Source: an optimization exercise on an open RTL-to-GDS flow (aim: a short achievable clock period and few clock cycles). Production flows keep margins and buffers that such runs may drop. The RTL was checked by simulation tests, not by an equivalence proof against the original design. Power and IR drop assume default switching activity.

==> design.v <==
package cpuPkg;
    localparam int XLEN = 32;
    localparam logic [6:0] OP_R      = 7'b0110011;
    localparam logic [6:0] OP_IMM    = 7'b0010011;
    localparam logic [6:0] OP_LOAD   = 7'b0000011;
    localparam logic [6:0] OP_STORE  = 7'b0100011;
    localparam logic [6:0] OP_JAL    = 7'b1101111;
    localparam logic [6:0] OP_JALR   = 7'b1100111;
    localparam logic [6:0] OP_BRANCH = 7'b1100011;
    localparam logic [6:0] OP_SYSTEM = 7'b1110011;
    localparam logic [2:0] PH_START = 3'd0;
    localparam logic [2:0] PH_FETCH = 3'd1;
    localparam logic [2:0] PH_EXEC  = 3'd2;
    localparam logic [2:0] PH_MEM   = 3'd3;
    localparam logic [2:0] PH_HALT  = 3'd4;
endpackage
`timescale 1ns/10ps
import cpuPkg::*;
module regFile (
    input  logic                    clk,
    input  logic [4:0]              rs1,
    input  logic [4:0]              rs2,
    input  logic [4:0]              rd,
    input  logic                    we,
    input  logic [cpuPkg::XLEN-1:0] wdata,
    input  logic                    useImm,
    input  logic [cpuPkg::XLEN-1:0] imm,
    output logic [cpuPkg::XLEN-1:0] rdata1,
    output logic [cpuPkg::XLEN-1:0] rdata2,
    output logic [cpuPkg::XLEN-1:0] rdataI
);
    logic [XLEN-1:0] regs [1:31];
    logic            fwd1;
    logic            fwd2;
    always_ff @(posedge clk) begin
        if (we && rd != 5'd0) begin
            regs[rd] <= wdata;
        end
    end
    logic [XLEN-1:0] read1;
    logic [XLEN-1:0] read2;
    assign fwd1 = we && rd != 5'd0 && rs1 == rd;
    assign fwd2 = we && rd != 5'd0 && rs2 == rd;
    assign read1 = (rs1 == 5'd0) ? '0 : regs[rs1];
    assign read2 = (rs2 == 5'd0) ? '0 : regs[rs2];
    always_comb begin
        rdata1 = fwd1 ? wdata : read1;
        rdata2 = fwd2 ? wdata : read2;
        rdataI = useImm ? imm : rdata2;
    end
endmodule
`timescale 1ns/10ps
import cpuPkg::*;
module immGen (
    input  logic [31:0]             instr,
    output logic [cpuPkg::XLEN-1:0] immI,
    output logic [cpuPkg::XLEN-1:0] immS,
    output logic [cpuPkg::XLEN-1:0] immB,
    output logic [cpuPkg::XLEN-1:0] immJ
);
    assign immI = {{20{instr[31]}}, instr[31:20]};
    assign immS = {{20{instr[31]}}, instr[31:25], instr[11:7]};
    assign immB = {{20{instr[31]}}, instr[7], instr[30:25], instr[11:8], 1'b0};
    assign immJ = {{12{instr[31]}}, instr[19:12], instr[20], instr[30:21], 1'b0};
endmodule
`timescale 1ns/10ps
import cpuPkg::*;
module aluUnit (
    input  logic [cpuPkg::XLEN-1:0] a,
    input  logic [cpuPkg::XLEN-1:0] b,       
    input  logic [cpuPkg::XLEN-1:0] opB,     
    input  logic [2:0]              funct3,
    input  logic                    isSub,
    output logic [cpuPkg::XLEN-1:0] sum,
    output logic [cpuPkg::XLEN-1:0] result,
    output logic                    branchTaken
);
    logic [XLEN-1:0] diff;
    logic            lessThan;
    logic            brEqual;
    logic            brLess;
    assign sum = a + opB;
    assign diff = a - opB;
    assign lessThan = $signed(a) < $signed(opB);
    assign brEqual = (a == b);
    assign brLess = $signed(a) < $signed(b);
    always_comb begin
        case (funct3)
            3'b000:  result = isSub ? diff : sum;
            3'b010:  result = {{(XLEN-1){1'b0}}, lessThan};
            3'b100:  result = a ^ opB;
            3'b110:  result = a | opB;
            3'b111:  result = a & opB;
            default: result = sum;
        endcase
        case (funct3)
            3'b000:  branchTaken = brEqual;
            3'b001:  branchTaken = !brEqual;
            3'b100:  branchTaken = brLess;
            3'b101:  branchTaken = !brLess;
            default: branchTaken = 1'b0;
        endcase
    end
endmodule
`timescale 1ns/10ps
import cpuPkg::*;
module stateSequencer (
    input  logic clk,
    input  logic rst,
    input  logic memAck,
    input  logic fAlu,
    input  logic fExec,
    input  logic iLdSt,
    output logic memReq,
    output logic issued,      
    output logic accessDone,
    output logic phStart,
    output logic phFetch,
    output logic phExec,
    output logic phMem,
    output logic halted
);
    logic idle;      
    assign memReq = !(idle | memAck);
    assign accessDone = issued & memAck;
    always_ff @(posedge clk) begin
        if (rst) begin
            issued <= 1'b0;
        end else begin
            issued <= memReq | (issued & !memAck);
        end
    end
    always_ff @(posedge clk) begin
        if (rst) begin
            phStart <= 1'b1;
            phFetch <= 1'b0;
            phExec <= 1'b0;
            phMem <= 1'b0;
            idle <= 1'b1;
            halted <= 1'b0;
        end else begin
            if (phStart) begin
                phStart <= 1'b0;
                phFetch <= 1'b1;
                idle <= 1'b0;
            end
            if (phFetch && accessDone) begin
                if (fExec) begin
                    phFetch <= 1'b0;
                    phExec <= 1'b1;
                    idle <= 1'b1;
                end else if (!fAlu) begin
                    phFetch <= 1'b0;
                    idle <= 1'b1;
                    halted <= 1'b1;
                end
            end
            if (phExec) begin
                phExec <= 1'b0;
                phMem <= iLdSt;
                phFetch <= !iLdSt;
                idle <= 1'b0;
            end
            if (phMem && accessDone) begin
                phMem <= 1'b0;
                phFetch <= 1'b1;
            end
        end
    end
endmodule
`timescale 1ns/10ps
import cpuPkg::*;
module stateToControl (
    input  logic [6:0] opcode,
    output logic       isAlu,      
    output logic       isExec,     
    output logic       isUseImm,   
    output logic       isStore
);
    always_comb begin
        isAlu = 1'b0;
        isExec = 1'b0;
        isUseImm = 1'b0;
        isStore = 1'b0;
        case (opcode)
            OP_R:      isAlu = 1'b1;
            OP_IMM:    begin isAlu = 1'b1; isUseImm = 1'b1; end
            OP_LOAD:   begin isExec = 1'b1; isUseImm = 1'b1; end
            OP_STORE:  begin isExec = 1'b1; isUseImm = 1'b1; isStore = 1'b1; end
            OP_JAL:    isAlu = 1'b1;
            OP_JALR:   begin isExec = 1'b1; isUseImm = 1'b1; end
            OP_BRANCH: isExec = 1'b1;
            default:   ;
        endcase
    end
endmodule
`timescale 1ns/10ps
import cpuPkg::*;
module dataPath (
    input  logic                    clk,
    input  logic                    rst,
    input  logic [cpuPkg::XLEN-1:0] memRdata,
    input  logic                    memAck,
    input  logic                    issued,
    input  logic                    accessDone,
    input  logic                    phFetch,
    input  logic                    phExec,
    input  logic                    phMem,
    input  logic                    fAlu,
    input  logic                    fUseImm,
    input  logic                    fStore,
    output logic                    iLdSt,
    output logic                    memWe,
    output logic [cpuPkg::XLEN-1:0] memAddr,
    output logic [cpuPkg::XLEN-1:0] memWdata
);
    logic [XLEN-1:0] addrQ;      
    logic [XLEN-1:0] pcPlus4;
    logic [XLEN-1:0] targetB;
    logic [XLEN-1:0] regA;
    logic [XLEN-1:0] regB;
    logic [XLEN-1:0] opBQ;
    logic [XLEN-1:0] wbData;
    logic            wbPend;
    logic            wbLoad;
    logic [XLEN-1:0] mdr;
    logic [XLEN-1:0] rfWdata;
    logic            aluStep;
    logic [XLEN-1:0] wdataQ;
    logic            weQ;
    logic [31:0]     ir;
    logic            iLoad;
    logic            iStore;
    logic            iJal;
    logic            iJalr;
    logic            iBranch;
    logic            iSub;
    logic            fetchDone;
    logic            memDone;
    logic [XLEN-1:0] fImmI;
    logic [XLEN-1:0] fImmS;
    logic [XLEN-1:0] fImmB;
    logic [XLEN-1:0] fImmJ;
    logic [6:0]      fOp;
    logic [XLEN-1:0] rdata1;
    logic [XLEN-1:0] rdata2;
    logic [XLEN-1:0] rdataI;
    logic [XLEN-1:0] sum;
    logic [XLEN-1:0] aluResult;
    logic            branchTaken;
    logic [XLEN-1:0] execAddr;
    logic [XLEN-1:0] ackAddr;
    assign fOp = memRdata[6:0];
    assign fetchDone = accessDone & phFetch;
    assign memDone = accessDone & phMem;
    immGen fetchImms (.instr(memRdata), .immI(fImmI), .immS(fImmS), .immB(fImmB), .immJ(fImmJ));
    regFile regs (
        .clk(clk), .rs1(memRdata[19:15]), .rs2(memRdata[24:20]), .rd(ir[11:7]),
        .we(wbPend), .wdata(rfWdata), .useImm(fUseImm), .imm(fStore ? fImmS : fImmI),
        .rdata1(rdata1), .rdata2(rdata2), .rdataI(rdataI)
    );
    always_ff @(posedge clk) begin
        regA <= rdata1;
        regB <= rdata2;
        opBQ <= rdataI;
        targetB <= addrQ + fImmB;
    end
    aluUnit alu (
        .a(regA), .b(regB), .opB(opBQ), .funct3(ir[14:12]), .isSub(iSub),
        .sum(sum), .result(aluResult), .branchTaken(branchTaken)
    );
    always_ff @(posedge clk) begin
        if (fetchDone) begin
            ir <= memRdata;
            pcPlus4 <= addrQ + XLEN'(4);
            iLoad <= fOp == OP_LOAD;
            iStore <= fOp == OP_STORE;
            iJal <= fOp == OP_JAL;
            iJalr <= fOp == OP_JALR;
            iBranch <= fOp == OP_BRANCH;
            iSub <= fOp == OP_R && memRdata[30];
        end
    end
    always_comb begin
        execAddr = ({XLEN{iBranch & branchTaken}} & targetB) |
                   ({XLEN{iBranch & !branchTaken}} & pcPlus4) |
                   ({XLEN{!iBranch}} & {sum[XLEN-1:1], sum[0] & !iJalr});
        ackAddr = phMem ? pcPlus4 : (fOp == OP_JAL ? addrQ + fImmJ : addrQ + XLEN'(4));
    end
    always_ff @(posedge clk) begin
        if (rst) begin
            addrQ <= '0;
        end else if (phExec) begin
            addrQ <= execAddr;
        end else if (accessDone) begin
            addrQ <= ackAddr;
        end
    end
    always_ff @(posedge clk) begin
        if (rst) begin
            aluStep <= 1'b0;
            wbPend <= 1'b0;
            wbLoad <= 1'b0;
        end else begin
            aluStep <= fetchDone && fAlu || phExec && iJalr;
            wbPend <= (aluStep || memDone && iLoad) && ir[11:7] != 5'd0;
            wbLoad <= memDone && iLoad;
        end
    end
    always_ff @(posedge clk) begin
        wbData <= iJal || iJalr ? pcPlus4 : aluResult;
        mdr <= memRdata;
    end
    assign rfWdata = wbLoad ? mdr : wbData;
    always_ff @(posedge clk) begin
        if (rst) begin
            weQ <= 1'b0;
        end else if (phExec) begin
            weQ <= iStore;
        end else if (memDone) begin
            weQ <= 1'b0;
        end
        if (phExec) wdataQ <= regB;
    end
    assign iLdSt = iLoad | iStore;
    assign memWe = weQ;
    assign memAddr = addrQ;
    assign memWdata = wdataQ;
endmodule
`timescale 1ns/10ps
import cpuPkg::*;
module cpuTop (
    input  logic                    clk,
    input  logic                    rst,
    output logic                    memReq,
    output logic                    memWe,
    output logic [cpuPkg::XLEN-1:0] memAddr,
    output logic [cpuPkg::XLEN-1:0] memWdata,
    input  logic                    memAck,
    input  logic [cpuPkg::XLEN-1:0] memRdata,
    output logic                    halted
);
    logic accessDone;
    logic issued;
    logic phStart;
    logic phFetch;
    logic phExec;
    logic phMem;
    logic iLdSt;
    logic fAlu;
    logic fExec;
    logic fUseImm;
    logic fStore;
    stateToControl decode (
        .opcode(memRdata[6:0]), .isAlu(fAlu), .isExec(fExec), .isUseImm(fUseImm),
        .isStore(fStore)
    );
    stateSequencer sequencer (
        .clk(clk),
        .rst(rst),
        .memAck(memAck),
        .fAlu(fAlu),
        .fExec(fExec),
        .iLdSt(iLdSt),
        .memReq(memReq),
        .issued(issued),
        .accessDone(accessDone),
        .phStart(phStart),
        .phFetch(phFetch),
        .phExec(phExec),
        .phMem(phMem),
        .halted(halted)
    );
    dataPath datapath (
        .clk(clk),
        .rst(rst),
        .memRdata(memRdata),
        .memAck(memAck),
        .issued(issued),
        .accessDone(accessDone),
        .phFetch(phFetch),
        .phExec(phExec),
        .phMem(phMem),
        .fAlu(fAlu),
        .fUseImm(fUseImm),
        .fStore(fStore),
        .iLdSt(iLdSt),
        .memWe(memWe),
        .memAddr(memAddr),
        .memWdata(memWdata)
    );
endmodule
==> run.sh <==
#!/bin/bash
# synth_recipe.tcl (not shown) runs the flow's synth.tcl, then flattens the netlist and writes it again
# the make line also repeats each setting of config.mk as NAME=value (left out here)
make -C /OpenROAD-flow-scripts/flow DESIGN_CONFIG=/design/flow/config.mk WORK_HOME=/design/flow/orfs CLKGATE_MAP_FILE= SYNTH_SCRIPT=/design/flow/synth_recipe.tcl finish
==> config.mk <==
export PLATFORM = sky130hd
export DESIGN_NAME = cpuTop
export DESIGN_NICKNAME = cpuTop
export VERILOG_FILES = /design/flow/design.v
export SDC_FILE = /design/flow/constraint.sdc
export NUM_CORES = 4
export LEC_CHECK = 0
export ABC_CLOCK_PERIOD_IN_PS = 3000
export CAP_MARGIN = 20
export CORE_MARGIN = 2
export CORE_UTILIZATION = 40
export SETUP_SLACK_MARGIN = 4.6
export SLEW_MARGIN = 20
==> constraint.sdc <==
create_clock -name core_clock -period 8.0 [get_ports {clk}]
set_input_delay 1.6000 -clock core_clock [delete_from_list [all_inputs] [get_ports {clk}]]
set_output_delay 1.6000 -clock core_clock [all_outputs]
set_load 0.01 [all_outputs]
==> results.sh, run 1 <==
export IMPL_status="no timing/DRC/antenna violations"
export IMPL_p_sw_share_pct=27.3
export IMPL_yosys_area_top_type="edfxtp_1"
export IMPL_end_kind="register"
export IMPL_avgSynthCellArea_um2=14.2
export IMPL_port_buffers=101
export IMPL_hold_violations=0
export IMPL_ant_nets=0
export IMPL_critPathTopFamily="compound AO/OA/AOI/OAI gates"
export IMPL_synth_area_top_cells="edfxtp_1 49%, mux4_2 17%, dfxtp_1 7.2%, mux2i_1 3.5%, ha_1 3.3%"
export IMPL_grt_pass1_wl_um=320000
export IMPL_use_met3_pct=5.39
export IMPL_die_w_um=409
export IMPL_drt_iter0_markers=5881
export IMPL_yosysMostFrequentCell="edfxtp_1"
export IMPL_worst_path_buf_inv=2
export IMPL_cts_made_buffers=140
export IMPL_worstSetupPathDepth=13
export IMPL_grt_busiest_layer="met2"
export IMPL_synth_edf_count=1070
export IMPL_clockBufferDepth=3
export IMPL_r2r_start="datapath.opBQ[1]$_DFF_P_"
export IMPL_vias_per_cell=6.37
export IMPL_gr_total_overflow=0
export IMPL_synth_cell_type_count=80
export IMPL_cp_startpoint="datapath.opBQ[1]$_DFF_P_"
export IMPL_setup_violations=0
export IMPL_tns_ns=0
export IMPL_p_per_area_nw_per_um2=225
export IMPL_slowest_stage="a2111o_1"
export IMPL_rsz0062_at_grt="yes"
export IMPL_worst_pin_slew_ns=1.08
export IMPL_synth_top_area_share_pct=48.9
export IMPL_start_kind="register"
export IMPL_use_met1_pct=35.3
export IMPL_core_um2=163000
export IMPL_grt_use_met2_pct=42.3
export IMPL_finalCriticalPeriod_ns=3.76
export IMPL_drc=0
export IMPL_hold_path_class="reg -> reg"
export IMPL_clock_fmax_ghz=0.266
export IMPL_ys_seq_elements=1305
export IMPL_leakage_nw=26.5
export IMPL_clock_sinks=1305
export IMPL_drt_wl_total_um=230000
export IMPL_peakVddDrop_mv=0.160
export IMPL_timing_final_crit_share_pct=47.1
export IMPL_initial_utilization_pct=40.3
export IMPL_die_y_um=409
export IMPL_seq_power_share_pct=45.7
export IMPL_dieArea_um2=167000
export IMPL_synth_commonest_cells="1070 x edfxtp_1, 500 x mux4_2, 291 x nor2_1, 255 x a21oi_1"
export IMPL_area_growth_pct=17.1
export IMPL_finalClockSkew_ns=0.0454
export IMPL_grt_pass1_vias=43400
export IMPL_max_cap_viol_count=0
export IMPL_yosys_warnings=5
export IMPL_ios=102
export IMPL_finalNetCount=4965
export IMPL_relSlewSlack_pct=25.6
export IMPL_grt_max_degree=78
export IMPL_antenna_found_initial=5
export IMPL_firstDrtPassIters=6
export IMPL_synth_cells=4617
export IMPL_reg2regPathDepth=13
export IMPL_ys_flop_type="edfxtp_1"
export IMPL_track_usage_pct=26.7
export IMPL_cts_max_level=4
export IMPL_synthesis_nets=4828
export IMPL_via_count=44800
export IMPL_drive_above_1_share_pct=25.7
export IMPL_clockPowerShare_pct=38.4
export IMPL_cts_tree="yes"
export IMPL_cts_root_buf="clkbuf_16"
export IMPL_path_clk_slew_ns=0.06
export IMPL_netSwitchingPower_mw=4.72
export IMPL_crit_path_max_fanout=3
export IMPL_crit_chain="inv_4, ha_4, o21ba_4, a2111o_1, a211o_1, a2111o_1, a2111oi_4, buf_4, a21oi_4, xnor2_2, a22oi_2, nor2_1, o31a_1"
export IMPL_cts_hold_buf=0
export IMPL_dp_hpwl_um=133000
export IMPL_syn_cell_area_um2=65700
export IMPL_crit_top_cell="a2111o_1"
export IMPL_yosysSeqAreaShare_pct=56.1
export IMPL_critical_path_class="reg -> reg"
export IMPL_cp_arrival_ns=4.39
export IMPL_pwr_share_comb_pct=15.9
export IMPL_insertion_delay_ns=0.82
export IMPL_min_from="datapath.addrQ[0]$_SDFFE_PP0P_"
export IMPL_internal_power_mw=12.6
export IMPL_slew_violations=0
export IMPL_whs_ns=0.422
export IMPL_routedWlPerCell_um=32.7
export IMPL_gp_congestion=0.953
export IMPL_slowest_delay_ns=0.51
export IMPL_nFillCells=14100
export IMPL_whs_path_depth=0
export IMPL_async_flop_share_pct=0
export IMPL_required_ns=8.62
export IMPL_fp_row_count=148
sequential cells by signal, indices dropped and copies added, names as in the netlist, 8 cells and up:
register	flops
datapath.addrQ	32
datapath.wbData	32
datapath.wdataQ	32
datapath.regA	32
datapath.regs.regs	992
datapath.targetB	32
datapath.regB	32
datapath.opBQ	32
datapath.pcPlus4	32
datapath.mdr	32
datapath.ir	8
routing by layer:
metal	part of all wire, %	up-vias
li1	-	18500
met1	38	23300
met2	47	2443
met3	9.5	495
met4	5.5	2
met5	0.0057	-
final timing paths:
check | end | slack [ns]
worst min-delay path | datapath.targetB[0]$_DFF_P_ | 0.42
worst max register to register | datapath.wbData[27]$_DFF_P_ | 4.24
worst max-delay path | datapath.wbData[27]$_DFF_P_ | 4.24
worst min register to register | datapath.targetB[0]$_DFF_P_ | 0.42
repair_timing:
action | CTS | global route
endpoints found under the hold margin | 0 | 0
gates cloned | 15 | 5
setup endpoints to repair | 217 | 163
pin swaps | 49 | 59
buffers inserted | 53 | 41
gates resized for setup | 332 | 129
metrics by stage:
step	cells	setup slack, ns	utilization, %	cell area (um^2)	power [mW]
2_1_floorplan	4617	3.79	-	66600	9.58
4_1_cts	6988	4.30	46.6	75900	17.2
5_1_grt	7034	4.17	47.2	76900	17.8
6_report	7035	4.24	47.2	76900	17.3
3_3_place_gp	6673	2.51	42.7	69500	10.5
3_5_place_dp	6673	2.49	42.7	69500	10.5
final cells by class:
class                           count  area [um^2]  share of cell area (%)
Multi-Input combinational cell   2807        28400                    36.9
Antenna cell                        1         2.50                 0.00325
Sequential cell                  1305        37000                    48.1
Inverter                          195          747                   0.971
Timing Repair inverter              1         7.51                 0.00976
Clock inverter                     74          896                    1.17
Tap cell                         2175         2720                    3.54
Timing Repair Buffer              304         3400                    4.42
Clock buffer                      173         3720                    4.84
cell families after synthesis:
kind of cell / Yosys count / synth area share [%]
XOR/XNOR: 138 / 1.84
AO/OA/AOI/OAI: 940 / 9.23
multiplexers: 749 / 21.0
flip-flops: 1305 / 56.1
adder cells (fa/ha/maj): 176 / 3.40
buffers and inverters: 505 / 2.92
AND/OR/NAND/NOR: 804 / 5.52
cells in the final DEF, fill, tap and decap left out, types with 147 or more instances in the layout:
cell / count
a21oi_1: 234
buf_4: 147
clkbuf_16: 147
dfxtp_1: 173
edfxtp_1: 1070
inv_1: 182
mux2i_1: 221
mux4_2: 500
nand2_1: 221
nor2_1: 252
o21ai_0: 175
power groups by stage:
| stage | sequential (mW) | clock (mW) | combinational (mW) |
|---|---|---|---|
| 3_3_place_gp | 8.05 | 0 | 2.40 |
| 5_1_grt | 7.91 | 6.97 | 2.92 |
| 4_1_cts | 7.90 | 6.71 | 2.61 |
| 3_5_place_dp | 8.05 | 0 | 2.42 |
| 6_report | 7.91 | 6.64 | 2.76 |
| 2_1_floorplan | 7.93 | 0 | 1.65 |
Testbench counts, summed over its fixed seeds: cycles 69,239.
==> run 2, diff against run 1 <==
--- a/design.v
+++ b/design.v
@@ -115,5 +115,4 @@
     output logic issued,      
     output logic accessDone,
-    output logic phStart,
     output logic phFetch,
     output logic phExec,
@@ -122,4 +121,5 @@
 );
     logic idle;      
+    logic phStart;
     assign memReq = !(idle | memAck);
     assign accessDone = issued & memAck;
@@ -249,6 +249,5 @@
     logic [XLEN-1:0] aluResult;
     logic            branchTaken;
-    logic [XLEN-1:0] execAddr;
-    logic [XLEN-1:0] ackAddr;
+    logic [XLEN-1:0] nextAddr;
     assign fOp = memRdata[6:0];
     assign fetchDone = accessDone & phFetch;
@@ -282,18 +281,30 @@
         end
     end
+    logic            selJal;
+    logic            selAck;
+    logic            selHold;
+    logic            selTaken;
+    logic            selNotTaken;
+    logic            selSum;
+    logic [XLEN-1:0] jalTarget;
+    logic [XLEN-1:0] seqAddr;
+    assign jalTarget = addrQ + fImmJ;
+    assign seqAddr = phMem ? pcPlus4 : addrQ + XLEN'(4);
     always_comb begin
-        execAddr = ({XLEN{iBranch & branchTaken}} & targetB) |
-                   ({XLEN{iBranch & !branchTaken}} & pcPlus4) |
-                   ({XLEN{!iBranch}} & {sum[XLEN-1:1], sum[0] & !iJalr});
-        ackAddr = phMem ? pcPlus4 : (fOp == OP_JAL ? addrQ + fImmJ : addrQ + XLEN'(4));
+        selJal = !rst && accessDone && phFetch && fOp == OP_JAL;
+        selAck = !rst && accessDone && !(phFetch && fOp == OP_JAL);
+        selHold = !rst && !accessDone && !phExec;
+        selTaken = !rst && phExec && iBranch && branchTaken;
+        selNotTaken = !rst && phExec && iBranch && !branchTaken;
+        selSum = !rst && phExec && !iBranch;
+        nextAddr = ({XLEN{selJal}} & jalTarget) |
+                   ({XLEN{selAck}} & seqAddr) |
+                   ({XLEN{selHold}} & addrQ) |
+                   ({XLEN{selTaken}} & targetB) |
+                   ({XLEN{selNotTaken}} & pcPlus4) |
+                   ({XLEN{selSum}} & {sum[XLEN-1:1], sum[0] & !iJalr});
     end
     always_ff @(posedge clk) begin
-        if (rst) begin
-            addrQ <= '0;
-        end else if (phExec) begin
-            addrQ <= execAddr;
-        end else if (accessDone) begin
-            addrQ <= ackAddr;
-        end
+        addrQ <= nextAddr;
     end
     always_ff @(posedge clk) begin
@@ -343,5 +354,4 @@
     logic accessDone;
     logic issued;
-    logic phStart;
     logic phFetch;
     logic phExec;
@@ -366,5 +376,4 @@
         .issued(issued),
         .accessDone(accessDone),
-        .phStart(phStart),
         .phFetch(phFetch),
         .phExec(phExec),
==> run 2 against run 1 <==
Compared with the run above:
- critical path depth shrank 4
- still clean on timing, DRC and antenna
- wire length grew 6.2%
- design area grew 0.95%
- setup slack gained 0.19 ns
- final cell count grew 4.2%
- utilization shrank 0.087 points
- global-route usage grew 1.6 points
- via count grew 5.9%
==> results.sh, run 2 <==
export IMPL_hold_violations=0
export IMPL_wl_met2_um=112000
export IMPL_design_area_um2=77600
export IMPL_internal_power_mw=12.6
export IMPL_end_kind="register"
export IMPL_whs_path_depth=0
export IMPL_cts_hold_buf=0
export IMPL_p_per_area_nw_per_um2=226
export IMPL_drive_above_1_share_pct=25.3
export IMPL_r2r_setup_slack_ns=4.56
export IMPL_syn_cell_area_um2=66300
export IMPL_wl_met1_um=91700
export IMPL_yosysMostFrequentCell="edfxtp_1"
export IMPL_finalClockSkew_ns=0.0307
export IMPL_dp_hpwl_um=151000
export IMPL_yosysSeqAreaShare_pct=55.6
export IMPL_reg2regPathDepth=15
export IMPL_grt_pass1_wl_um=341000
export IMPL_synth_commonest_cells="1070 x edfxtp_1, 377 x mux4_2, 283 x mux2i_1, 281 x nand2_1, 268 x nor2_1"
export IMPL_grt_pass1_vias=45500
export IMPL_path_clk_slew_ns=0.06
export IMPL_drt_iter0_markers=6286
export IMPL_grt_max_degree=98
export IMPL_gr_total_overflow=0
export IMPL_nFillCells=14400
export IMPL_rsz0062_at_grt="yes"
export IMPL_crit_path_max_fanout=46
export IMPL_synth_edf_count=1070
export IMPL_layout_commonest_cell="edfxtp_1"
export IMPL_fp_row_count=149
export IMPL_netSwitchingPower_mw=4.89
export IMPL_yosys_warnings=5
export IMPL_min_to="datapath.targetB[0]$_DFF_P_"
export IMPL_cts_made_buffers=141
export IMPL_pwr_share_comb_pct=16.6
export IMPL_clock_sinks=1305
export IMPL_setup_violations=0
export IMPL_port_buffers=101
export IMPL_slowest_stage="mux4_2"
export IMPL_finalNetCount=5231
export IMPL_routed_top_layer="met5"
export IMPL_firstDrtPassIters=6
export IMPL_clock_fmax_ghz=0.280
export IMPL_antenna_found_initial=12
export IMPL_required_ns=8.65
export IMPL_r2r_start="datapath.regA[4]$_DFF_P_"
export IMPL_clockPowerShare_pct=37.9
export IMPL_critPathTopFamily="multiplexers"
export IMPL_p_sw_share_pct=27.9
export IMPL_start_kind="primary input"
export IMPL_clockBufferDepth=3
export IMPL_gp_congestion=0.962
export IMPL_cp_arrival_ns=4.23
export IMPL_async_flop_share_pct=0
export IMPL_min_from="datapath.addrQ[0]$_DFF_P_"
export IMPL_ys_seq_elements=1305
export IMPL_synthesis_nets=5087
export IMPL_avgSynthCellArea_um2=13.6
export IMPL_worst_pin_slew_ns=1.17
export IMPL_hold_path_class="reg -> reg"
export IMPL_cts_root_buf="clkbuf_16"
export IMPL_cts_max_level=4
export IMPL_wl_met3_um=26900
export IMPL_ios=102
export IMPL_drc=0
export IMPL_status="no timing/DRC/antenna violations"
export IMPL_drt_wl_total_um=244000
export IMPL_relSlewSlack_pct=19.6
export IMPL_tns_ns=0
export IMPL_insertion_delay_ns=0.81
export IMPL_ys_flop_type="edfxtp_1"
export IMPL_die_y_um=411
export IMPL_vias_per_cell=6.47
export IMPL_seq_power_share_pct=45.5
export IMPL_critical_path_class="in -> reg"
export IMPL_yosys_area_top_type="edfxtp_1"
export IMPL_core_um2=165000
export IMPL_synth_top_area_share_pct=48.5
export IMPL_largest_reg_flops=992
export IMPL_final_cell_mix="1070 x edfxtp_1, 377 x mux4_2, 279 x nand2_1"
export IMPL_synth_area_top_cells="edfxtp_1 48%, mux4_2 13%, dfxtp_1 7.1%, mux2i_1 4.3%, ha_1 3.2%"
export IMPL_area_growth_pct=17.1
export IMPL_routedWlPerCell_um=33.3
export IMPL_synth_cell_type_count=109
export IMPL_regMostFlops="datapath.regs.regs"
export IMPL_die_w_um=411
export IMPL_worst_path_buf_inv=4
export IMPL_crit_chain="buf_16, buf_4, buf_16, mux4_2, mux4_2, mux2i_1, o22ai_1, inv_1, a21oi_1"
export IMPL_max_cap_viol_count=0
export IMPL_initial_utilization_pct=40.2
export IMPL_rr_endpoint="datapath.wbData[26]$_DFF_P_"
export IMPL_synth_cells=4876
export IMPL_leakage_nw=27.3
export IMPL_dieArea_um2=169000
export IMPL_slew_violations=0
export IMPL_ant_nets=0
export IMPL_track_usage_pct=28.3
export IMPL_slowest_delay_ns=0.45
export IMPL_cts_tree="yes"
export IMPL_via_count=47400
export IMPL_peakVddDrop_mv=0.209
export IMPL_dpl_cell_area_um2=70100
export IMPL_timing_final_crit_share_pct=44.7
export IMPL_finalCriticalPeriod_ns=3.58
-- run 2: changes by cell type in the layout (fill, tap and decap cells not counted), sizes merged, moves of 29 or more --
cell | before | now
buf | 204 | 233
mux2 | 17 | 91
mux2i | 232 | 283
mux4 | 500 | 377
nand2 | 222 | 282
nand3 | 94 | 147
o21ai | 209 | 254
-- run 2: cells by family after synthesis --
kind of cell             synth area share, %
AND/OR/NAND/NOR                         6.12
XOR/XNOR                                1.80
AO/OA/AOI/OAI                           11.1
adder cells (fa/ha/maj)                 3.37
flip-flops                              55.6
multiplexers                            18.6
buffers and inverters                   3.40
-- run 2: worst reg2reg max path, stage by stage (launching register included) --
cell,delay (ns)
dfxtp_4,0.37
inv_2,0.05
ha_4,0.24
nand2b_1,0.14
a221o_2,0.42
buf_4,0.16
buf_4,0.13
a2111oi_4,0.32
or3b_4,0.24
o2111ai_4,0.19
a21oi_2,0.23
o31ai_2,0.08
buf_4,0.15
mux2i_1,0.18
nor3_2,0.08
a211oi_4,0.32
-- run 2: metal layers --
layer / GRT usage [%] / vias to the layer above
met5: 0.141 / -
met4: 13.4 / 12
met3: 7.24 / 657
met2: 44.2 / 2941
met1: 36.8 / 24300
li1: - / 19500
-- run 2: layout make-up --
class                           count  area, um^2  area share (%)
Timing Repair inverter              1        5.00         0.00645
Clock inverter                     69         772           0.995
Tap cell                         2189        2740            3.53
Multi-Input combinational cell   3047       29100            37.5
Inverter                          195         744           0.959
Sequential cell                  1305       37100            47.7
Timing Repair Buffer              329        3360            4.32
Clock buffer                      191        3870            4.99
Antenna cell                        4        10.0          0.0129
-- run 2: worst max path at each step --
stage	cells after the start	slack, ns	endpoint	from
finish	9	4.42	datapath.opBQ[18]$_DFF_P_	memRdata[21]
global route	13	4.45	datapath.addrQ[31]$_DFF_P_	memRdata[21]
CTS	11	4.48	datapath.addrQ[31]$_DFF_P_	memRdata[31]
detailed placement	8	2.66	datapath.opBQ[10]$_DFF_P_	memRdata[24]
global placement	7	2.68	datapath.opBQ[10]$_DFF_P_	memRdata[20]
floorplan	12	4.16	datapath.addrQ[31]$_DFF_P_	memRdata[21]
-- run 2: what timing repair did --
action,4_1_cts,5_1_grt
buffers inserted,41,66
resized for setup,295,186
gates cloned,11,4
pin swaps,38,98
setup endpoints to repair,281,132
-- run 2: power groups by stage --
stage          Sequential (mW)  Combinational, mW  Clock [mW]
3_5_place_dp              8.10               2.54           0
3_3_place_gp              8.10               2.51           0
2_1_floorplan             7.95               1.72           0
4_1_cts                   7.95               2.69        6.70
6_report                  7.97               2.91        6.63
5_1_grt                   7.97               3.08        6.95
-- run 2: through the flow --
stage	instances	worst slack [ns]	hold slack, ns	power [mW]	utilization [%]
floorplan	4876	4.16	0.402	9.67	-
global placement	6944	2.68	0.423	10.6	42.6
detailed placement	6944	2.66	0.416	10.6	42.6
CTS	7256	4.48	0.410	17.3	46.3
global route	7326	4.45	0.412	18.0	47.1
finish	7330	4.42	0.411	17.5	47.1
Testbench counts of run 2, summed over its fixed seeds: cycles 69,239.

static timing again, ports no longer ideal:
The results above use ideal ports. As a check the final layouts listed here were re-extracted and re-timed, cells and wires unchanged.
Step 1 assumes that a clkbuf_16 drives the clock port and a buf_2 every other input.
Step 2 times the ports against the registers' clock, not the clock port: input delays grow and output delays shrink by t, the midpoint of the rising clock arrivals with the driver on.
Three values: ideal, step 1, step 2; two values: the first two.
| run | shift t [ns] | setup WS [ns] | hold WS [ns] | pins driven straight from the clock port |
|---|---|---|---|---|
| run 1 | 0.876 | 4.236 / 4.229 / 3.353 | 0.422 / 0.422 / 0.422 | 1 |
| run 2 | 0.879 | 4.424 / 4.184 / 3.306 | 0.411 / 0.411 / 0.411 | 1 |
After both steps setup and hold are still met in every run listed. For run 2, which loses most, drivers alone change the setup slack by -0.240 ns; drivers and shift together by -1.118 ns.
